Context: an optimization exercise on an open-source flow, tuned for small area, a short achievable clock period and few clock cycles per item. The choices shown serve that exercise and are no tape-out recipe.
Function was checked by simulation only, so behaviour that the tests miss may differ from the original.
No activity file was given, so power comes from the tool's default toggle rates.

==> flow/design.v <==
`timescale 1ns / 1ps
`default_nettype none
package wrol_pkg;
   localparam int DEF_SLOTS       = 16;
   localparam int DEF_LENGTH_BITS = 20;
   localparam int IN_LEN_W   = 20;
   localparam int HANDLE_W   = 32;
   localparam int OFFSET_W   = 24;
   localparam int SLOT_IDX_W = 4;
   localparam int OUT_LEN_W  = 20;
   localparam int REQ_DATA_W = 80;
   localparam int RSP_DATA_W = 112;
   localparam logic FUNC_ADD    = 1'b0;
   localparam logic FUNC_LOOKUP = 1'b1;
   typedef struct packed {
      logic                  found;
      logic [SLOT_IDX_W-1:0] slot_index;
      logic [HANDLE_W-1:0]   record_handle;
      logic [OUT_LEN_W-1:0]  byte_in_record;
      logic                  evicted;
      logic [OUT_LEN_W-1:0]  evicted_length;
      logic [HANDLE_W-1:0]   evicted_handle;
   } result_type;
   typedef struct packed {
      logic rd_en;
      logic wr_en;
   } ram_ctl_type;
endpackage
`default_nettype wire
`timescale 1ns / 1ps
`default_nettype none
module wrol_ram #(
   parameter int WIDTH = 52,
   parameter int DEPTH = 16
) (
   input  wire logic                     clock,
   input  wire logic                     rd_en,
   input  wire logic                     wr_en,
   input  wire logic [$clog2(DEPTH)-1:0] addr,
   input  wire logic [WIDTH-1:0]         wr_data,
   output      logic [WIDTH-1:0]         rd_data
);
   logic [WIDTH-1:0] mem_ff [DEPTH];
   logic [WIDTH-1:0] rd_data_ff;
   always_ff @(posedge clock) begin
      if (wr_en) begin
         mem_ff[addr] <= wr_data;
      end
      if (rd_en) begin
         rd_data_ff <= mem_ff[addr];
      end
   end
   assign rd_data = rd_data_ff;
endmodule
`default_nettype wire
`timescale 1ns / 1ps
`default_nettype none
import wrol_pkg::*;
module wrol_ctrl #(
   parameter int SLOTS       = wrol_pkg::DEF_SLOTS,
   parameter int LENGTH_BITS = wrol_pkg::DEF_LENGTH_BITS
) (
   input  wire logic                                       clock,
   input  wire logic                                       reset,
   input  wire logic                                       req_valid,
   input  wire logic                                       req_func,
   input  wire logic [wrol_pkg::IN_LEN_W-1:0]              req_length,
   input  wire logic [wrol_pkg::HANDLE_W-1:0]              req_handle,
   input  wire logic [wrol_pkg::OFFSET_W-1:0]              req_offset,
   output      logic                                       req_ready,
   input  wire logic                                       out_free,
   output      logic                                       emit,
   output      wrol_pkg::result_type                       result,
   output      wrol_pkg::ram_ctl_type                      ram_ctl,
   output      logic [$clog2(SLOTS)-1:0]                   ram_addr,
   output      logic [LENGTH_BITS+wrol_pkg::HANDLE_W-1:0]  ram_wdata,
   input  wire logic [LENGTH_BITS+wrol_pkg::HANDLE_W-1:0]  ram_rdata
);
   localparam int SLOT_W = $clog2(SLOTS);
   localparam int CNT_W  = $clog2(SLOTS + 1);
   localparam int CMP_W  = (LENGTH_BITS > OFFSET_W) ? LENGTH_BITS : OFFSET_W;
   localparam logic [SLOT_W-1:0] LAST_SLOT = SLOT_W'(SLOTS - 1);
   typedef enum logic [1:0] {
      ST_IDLE,
      ST_ADD,
      ST_LOOK,
      ST_EMIT
   } state_type;
   function automatic logic [SLOT_W-1:0] next_slot(input logic [SLOT_W-1:0] s);
      next_slot = (s == LAST_SLOT) ? '0 : s + 1'b1;
   endfunction
   state_type              state_ff, state_in;
   logic [SLOT_W-1:0]      wr_slot_ff, wr_slot_in;
   logic [SLOT_W-1:0]      rd_slot_ff, rd_slot_in;
   logic                   full_ff, full_in;
   logic [SLOT_W-1:0]      idx_ff, idx_in;
   logic [CNT_W-1:0]       rem_ff, rem_in;
   logic [OFFSET_W-1:0]    offs_ff, offs_in;
   logic [IN_LEN_W-1:0]    len_ff, len_in;
   logic [HANDLE_W-1:0]    handle_ff, handle_in;
   wrol_pkg::result_type             res_ff, res_in;
   logic [LENGTH_BITS-1:0] rd_len;
   logic [HANDLE_W-1:0]    rd_handle;
   logic [CNT_W-1:0]       count;
   logic [SLOT_W-1:0]      idx_next;
   logic                   hit;
   logic [CMP_W-1:0]       diff;
   assign rd_len    = ram_rdata[LENGTH_BITS-1:0];
   assign rd_handle = ram_rdata[LENGTH_BITS +: HANDLE_W];
   assign idx_next  = next_slot(idx_ff);
   assign hit       = CMP_W'(offs_ff) < CMP_W'(rd_len);
   assign diff      = CMP_W'(offs_ff) - CMP_W'(rd_len);
   always_comb begin
      if (full_ff) begin
         count = CNT_W'(SLOTS);
      end else if (wr_slot_ff >= rd_slot_ff) begin
         count = CNT_W'(wr_slot_ff) - CNT_W'(rd_slot_ff);
      end else begin
         count = CNT_W'(SLOTS) - CNT_W'(rd_slot_ff) + CNT_W'(wr_slot_ff);
      end
   end
   always_comb begin
      state_in   = state_ff;
      wr_slot_in = wr_slot_ff;
      rd_slot_in = rd_slot_ff;
      full_in    = full_ff;
      idx_in     = idx_ff;
      rem_in     = rem_ff;
      offs_in    = offs_ff;
      len_in     = len_ff;
      handle_in  = handle_ff;
      res_in     = res_ff;
      ram_ctl    = '0;
      ram_addr   = idx_next;
      ram_wdata  = {handle_ff, LENGTH_BITS'(len_ff)};
      case (state_ff)
         ST_IDLE: begin
            if (req_valid) begin
               if (req_func == FUNC_ADD) begin
                  ram_ctl.rd_en = 1'b1;
                  ram_addr      = wr_slot_ff;
                  len_in        = req_length;
                  handle_in     = req_handle;
                  state_in      = ST_ADD;
               end else begin
                  ram_ctl.rd_en = 1'b1;
                  ram_addr      = rd_slot_ff;
                  idx_in        = rd_slot_ff;
                  rem_in        = count;
                  offs_in       = req_offset;
                  if (count == '0) begin
                     res_in   = '0;
                     state_in = ST_EMIT;
                  end else begin
                     state_in = ST_LOOK;
                  end
               end
            end
         end
         ST_ADD: begin
            ram_ctl.wr_en         = 1'b1;
            ram_addr              = wr_slot_ff;
            res_in.found          = 1'b1;
            res_in.slot_index     = SLOT_IDX_W'(wr_slot_ff);
            res_in.record_handle  = handle_ff;
            res_in.byte_in_record = '0;
            res_in.evicted        = full_ff;
            res_in.evicted_length = full_ff ? OUT_LEN_W'(rd_len) : '0;
            res_in.evicted_handle = full_ff ? rd_handle : '0;
            wr_slot_in            = next_slot(wr_slot_ff);
            rd_slot_in            = full_ff ? next_slot(rd_slot_ff) : rd_slot_ff;
            full_in               = (wr_slot_in == rd_slot_in);
            state_in              = ST_EMIT;
         end
         ST_LOOK: begin
            if (hit) begin
               res_in.found          = 1'b1;
               res_in.slot_index     = SLOT_IDX_W'(idx_ff);
               res_in.record_handle  = rd_handle;
               res_in.byte_in_record = OUT_LEN_W'(offs_ff);
               res_in.evicted        = 1'b0;
               res_in.evicted_length = '0;
               res_in.evicted_handle = '0;
               state_in              = ST_EMIT;
            end else begin
               offs_in = diff[OFFSET_W-1:0];
               if (rem_ff == CNT_W'(1)) begin
                  res_in   = '0;
                  state_in = ST_EMIT;
               end else begin
                  rem_in        = rem_ff - 1'b1;
                  idx_in        = idx_next;
                  ram_ctl.rd_en = 1'b1;
                  ram_addr      = idx_next;
               end
            end
         end
         ST_EMIT: begin
            if (out_free) begin
               state_in = ST_IDLE;
            end
         end
         default: begin
            state_in = ST_IDLE;
         end
      endcase
   end
   always_ff @(posedge clock) begin
      if (reset) begin
         state_ff   <= ST_IDLE;
         wr_slot_ff <= '0;
         rd_slot_ff <= '0;
         full_ff    <= 1'b0;
      end else begin
         state_ff   <= state_in;
         wr_slot_ff <= wr_slot_in;
         rd_slot_ff <= rd_slot_in;
         full_ff    <= full_in;
      end
      idx_ff    <= idx_in;
      rem_ff    <= rem_in;
      offs_ff   <= offs_in;
      len_ff    <= len_in;
      handle_ff <= handle_in;
      res_ff    <= res_in;
   end
   assign req_ready = (state_ff == ST_IDLE);
   assign emit      = (state_ff == ST_EMIT) && out_free;
   assign result    = res_ff;
endmodule
`default_nettype wire
`timescale 1ns / 1ps
`default_nettype none
module write_ring_offset_lookup_core #(
   parameter int SLOTS       = wrol_pkg::DEF_SLOTS,
   parameter int LENGTH_BITS = wrol_pkg::DEF_LENGTH_BITS
) (
   input  wire logic                            clock,
   input  wire logic                            reset,
   input  wire logic                            req_tvalid,
   output      logic                            req_tready,
   input  wire logic                            req_tuser,   
   input  wire logic [wrol_pkg::REQ_DATA_W-1:0] req_tdata,
   output      logic                            rsp_tvalid,
   input  wire logic                            rsp_tready,
   output      logic                            rsp_tuser,   
   output      logic [wrol_pkg::RSP_DATA_W-1:0] rsp_tdata
);
   localparam int SLOT_W = $clog2(SLOTS);
   localparam int REC_W  = LENGTH_BITS + HANDLE_W;
   localparam int PAD_W  = RSP_DATA_W - SLOT_IDX_W - 2 * HANDLE_W - 2 * OUT_LEN_W - 1;
   logic [IN_LEN_W-1:0] req_length;
   logic [HANDLE_W-1:0] req_handle;
   logic [OFFSET_W-1:0] req_offset;
   assign req_length = req_tdata[IN_LEN_W-1:0];
   assign req_handle = req_tdata[IN_LEN_W +: HANDLE_W];
   assign req_offset = req_tdata[IN_LEN_W + HANDLE_W +: OFFSET_W];
   wrol_pkg::ram_ctl_type       ram_ctl;
   logic [SLOT_W-1:0] ram_addr;
   logic [REC_W-1:0]  ram_wdata;
   logic [REC_W-1:0]  ram_rdata;
   logic       out_free;
   logic       emit;
   wrol_pkg::result_type result;
   logic       rsp_valid_ff, rsp_valid_in;
   wrol_pkg::result_type rsp_word_ff;
   wrol_ram #(
      .WIDTH (REC_W),
      .DEPTH (SLOTS)
   ) u_record_ram (
      .clock   (clock),
      .rd_en   (ram_ctl.rd_en),
      .wr_en   (ram_ctl.wr_en),
      .addr    (ram_addr),
      .wr_data (ram_wdata),
      .rd_data (ram_rdata)
   );
   wrol_ctrl #(
      .SLOTS       (SLOTS),
      .LENGTH_BITS (LENGTH_BITS)
   ) u_ctrl (
      .clock      (clock),
      .reset      (reset),
      .req_valid  (req_tvalid),
      .req_func   (req_tuser),
      .req_length (req_length),
      .req_handle (req_handle),
      .req_offset (req_offset),
      .req_ready  (req_tready),
      .out_free   (out_free),
      .emit       (emit),
      .result     (result),
      .ram_ctl    (ram_ctl),
      .ram_addr   (ram_addr),
      .ram_wdata  (ram_wdata),
      .ram_rdata  (ram_rdata)
   );
   assign out_free = !rsp_valid_ff || rsp_tready;
   always_comb begin
      rsp_valid_in = rsp_valid_ff;
      if (emit) begin
         rsp_valid_in = 1'b1;
      end else if (rsp_tready) begin
         rsp_valid_in = 1'b0;
      end
   end
   always_ff @(posedge clock) begin
      if (reset) begin
         rsp_valid_ff <= 1'b0;
      end else begin
         rsp_valid_ff <= rsp_valid_in;
      end
      if (emit) begin
         rsp_word_ff <= result;
      end
   end
   assign rsp_tvalid = rsp_valid_ff;
   assign rsp_tuser  = rsp_word_ff.found;
   assign rsp_tdata  = {PAD_W'(0),
                        rsp_word_ff.evicted_handle,
                        rsp_word_ff.evicted_length,
                        rsp_word_ff.evicted,
                        rsp_word_ff.byte_in_record,
                        rsp_word_ff.record_handle,
                        rsp_word_ff.slot_index};
endmodule
`default_nettype wire
==> flow/run.sh <==
#!/bin/bash
# synth_recipe.tcl (not shown) runs the flow's synth.tcl, then flattens the netlist and writes it again
# the make line also repeats each setting of config.mk as NAME=value (left out here)
make -C /OpenROAD-flow-scripts/flow DESIGN_CONFIG=/design/flow/config.mk WORK_HOME=/design/flow/orfs CLKGATE_MAP_FILE= SYNTH_SCRIPT=/design/flow/synth_recipe.tcl finish
==> flow/config.mk <==
export PLATFORM = sky130hd
export DESIGN_NAME = write_ring_offset_lookup_core
export DESIGN_NICKNAME = write_ring_offset_lookup_core
export VERILOG_FILES = /design/flow/design.v
export SDC_FILE = /design/flow/constraint.sdc
export NUM_CORES = 4
export LEC_CHECK = 0
export CAP_MARGIN = 20
export CORE_MARGIN = 2
export CORE_UTILIZATION = 40
export SLEW_MARGIN = 20
==> flow/constraint.sdc <==
create_clock -name core_clock -period 6.0 [get_ports {clock}]
set_input_delay 1.2000 -clock core_clock [delete_from_list [all_inputs] [get_ports {clock}]]
set_output_delay 1.2000 -clock core_clock [all_outputs]
set_load 0.01 [all_outputs]
==> run summary <==
[power breakdown]
group,internal (mW),total [mW],switching (mW),leakage (nW)
Combinational,3.31,7.58,4.27,4.59
Sequential,11.1,11.8,0.700,11.0
Clock,4.19,7.26,3.06,1.85
[sequential cells by signal (all words and copies together) (netlist names)]
name,flops
rsp_valid_ff,1
rsp_word_ff,110
u_ctrl.full_ff,1
u_ctrl.handle_ff,32
u_ctrl.idx_ff,4
u_ctrl.len_ff,20
u_ctrl.offs_ff,24
u_ctrl.rd_slot_ff,4
u_ctrl.rem_ff,5
u_ctrl.res_ff,110
u_ctrl.state_ff,2
u_ctrl.wr_slot_ff,4
u_record_ram.mem_ff,832
u_record_ram.rd_data_ff,52
[cells in the mapped netlist (14+ instances only)]
cell type | n | area, um^2
nor2_1 | 52 | 195
ha_1 | 33 | 413
a211oi_1 | 54 | 405
and2_1 | 19 | 119
nor2b_1 | 96 | 601
mux4_2 | 208 | 4680
xnor2_1 | 21 | 184
clkbuf_1 | 61 | 229
mux2i_1 | 62 | 621
nand2_1 | 31 | 116
o21ai_0 | 27 | 135
and3_1 | 53 | 332
buf_2 | 31 | 155
inv_1 | 35 | 131
mux2_2 | 14 | 158
a22oi_1 | 38 | 285
a21oi_1 | 82 | 410
edfxtp_1 | 1189 | 35700
[through the flow]
step	hold WS [ps]	instance area, um^2	std cells	setup slack (ps)	power, mW
after floorplan	400	46400	2273	684	17.4
after global placement	402	50400	3907	1040	19.4
after detailed placement	405	50400	3907	1050	19.6
after CTS	418	54200	4126	1580	26.9
after global routing	422	54200	4126	1400	27.9
final	416	54200	4126	1610	26.6
[logic make-up after synthesis]
logic type / count (synthesis) / synth area share, %
mux: 284 / 11.8
buf+inv: 156 / 1.75
simple gates: 302 / 3.62
flops: 1201 / 77.5
compound gates: 260 / 3.73
xor+xnor: 32 / 0.604
other cells: 1 / 0.00809
fa+ha+maj: 35 / 0.977
[metal layers]
metal | wire [um] | vias to the layer above | global-route usage (%)
li1 | - | 9747 | -
met2 | 48700 | 682 | 27.8
met4 | 1980 | 0 | 4.78
met5 | 0 | - | 0
met3 | 6130 | 130 | 3.00
met1 | 45400 | 11700 | 24.5
[critical path: cells and delay by family (launching register included)]
family	cells	cell delay, ps
buffers and inverters	1	390
AND/OR/NAND/NOR	2	310
flip-flops	1	490
adder cells (fa/ha/maj)	2	710
AO/OA/AOI/OAI	6	2080
[worst min path at each step]
stage | to | cells after the start | slack (ps)
2_1_floorplan | rsp_word_ff[0] | 0 | 400
3_3_place_gp | rsp_word_ff[69] | 0 | 400
5_1_grt | rsp_word_ff[30] | 0 | 420
3_5_place_dp | rsp_word_ff[30] | 0 | 400
4_1_cts | rsp_word_ff[30] | 0 | 420
6_report | rsp_word_ff[7] | 0 | 420
[final cells by class]
class | count | area [um^2] | share of cell area (%)
inverters | 35 | 131 | 0.243
clock buffers | 136 | 3020 | 5.58
well taps | 1512 | 1890 | 3.49
clock inverters | 83 | 782 | 1.44
repair buffers | 243 | 2580 | 4.76
multi-input cells | 916 | 9820 | 18.1
flip-flops and latches | 1201 | 35900 | 66.4
==> results_dict.tcl <==
set metrics [dict create \
    outcome "complete, no violations" \
    routed_wire_length_per_instance_um 24.8 \
    setup_viol 0 \
    crit_path_start "u_record_ram.rd_data_ff[0]" \
    mappedNetlistArea_um2 46400 \
    critPathCaptureType "flip-flop" \
    path_max_fanout 25 \
    n_fill_cell 9359 \
    headroom_to_the_max_slew_limit_pct 27.5 \
    global_router_s_overall_resource_usage_pct 17.3 \
    final_layout_size_suffix_gt1_share_pct 18.4 \
    post_synth_num_cell_types 66 \
    setup.reg_to_reg.worst_slack_ps 1610 \
    detailedRoute.firstIterationViolations 2003 \
    final_common_cell "edfxtp_1" \
    gpl.final_weighted_congestion 0.827 \
    fp-row-count 124 \
    grt_overflow 0 \
    net_count_final 2634 \
    timing_max_transition_violations_final 0 \
    crit_slowest_cell "a21boi_1" \
    critical-path-max-stage-delay_ps 730 \
    post_cts_resize_count 0 \
    r2r_end "u_ctrl.rem_ff[0]" \
    leakagePower_nw 17.4 \
    cts_buffers 117 \
    finalWorstPathRequiredPeriod_ps 4390 \
    fin_setup_tns_ps 0 \
    clock_insertion_delay_worst_skew_ps 690 \
    worstPathCellList "ha_1, fa_1, nand2b_1, a21oi_1, o2111ai_1, a31o_2, a21oi_2, nor3_2, a2111oi_4, buf_4, a21boi_1" \
    asyncSetResetFlopFracSynth_pct 0 \
    utilization_pct 47.2 \
    synthesis.instances 2271 \
    synth_edf_count 1189 \
    post_detailed_route_drc_marker_count 0 \
    postCtsSetupRepairBufs 0 \
    dr.pass1.iters 5 \
    detail_route.vias_per_cell 5.39 \
    cts_sink_count 1201 \
    main_synth_ff_type "edfxtp_1" \
    syn_area_per_cell_um2 20.4 \
    grt_pass1_wl_um 151000 \
    grt_max_degree 153 \
    timing.setup.critical_path_class "flip-flop to flip-flop" \
    number_of_global_route_vias_before_repair 23100 \
    layout_common_cells "1189 x edfxtp_1, 208 x mux4_2, 192 x clkdlybuf4s50_1" \
    die_outline_area_um2 119000 \
    vdd_ir_drop_max_mv 0.865 \
    postCtsHoldBufs 0 \
    synth_warnings 3 \
    antenna_found_initial 3 \
    final_antenna_net_count 0 \
    post_synthesis_register_bit_count 1201 \
    worstHoldStart "u_ctrl.res_ff[7]" \
    tritoncts "done" \
    min_period_over_period_pct 73.2 \
    diodes 0 \
    effective_utilization_at_floorplan_pct 40.4 \
    sequential_cell_area_fraction_in_the_yosys_report_pct 77.5 \
    crit_required_ps 6310 \
    achievable-frequency_mhz 228 \
    clk_path_buf_depth 3 \
    die_ht_um 344 \
    timing.critical_path.from_type "flip-flop" \
    ioPinCount 200 \
    fp.dieW_um 344 \
    cap_violations 0 \
    rsz_0062_raised_after_global_routing "false" \
    area_growth_syn_to_layout_pct 16.8 \
    clkTransAtPathRegs_ps 60 \
    worst_setup_path_endpoint "u_ctrl.rem_ff[0]" \
    regToRegStartpoint "u_record_ram.rd_data_ff[0]" \
    cts.root.buffer_cell "clkbuf_16" \
    core_um2 115000 \
    hold_viol 0 \
    power_per_cell_area_nw_per_um2 491 \
    htree_num_levels 3 \
    crit_arrival_ps 4700 \
    route.vias.total 22200 \
    wirelength_um 102000 \
    dp.final_hpwl_um 55400 \
    worst_slew_pin_slew_ps 1080 \
    reg2reg_depth 11 \
    finalClockSkew_ps 21.1 \
    hold_crit_path_type "flip-flop to flip-flop" \
    io_buffers 192 \
]
Testbench counts, summed over its fixed seeds: cycles 72,824, items 8,000.

==> port drivers added, routing unchanged <==
The results above use ideal ports. As a check the final layout listed here was re-extracted and re-timed, cells and wires unchanged. Step 1 assumes that a clkbuf_16 drives the clock port and a buf_2 every other input. Step 2 also shifts input and output timing later by t, the mid clock arrival at the registers, as if the neighbouring blocks saw the same clock. Three values: ideal, step 1, step 2; two values: the first two.
t, ns: 0.752
setup WS [ns]: 1.611 / 1.611 / 1.043
hold slack, ns: 0.416 / 0.416 / 0.416
slew at the worst register clock pin (ns): 0.06 / 0.06
worst slew at a driven data input, ns: 0.04
After both steps setup and hold are still met in this run. For this run, drivers alone change the setup slack by 0.000 ns; drivers and shift together by -0.568 ns.
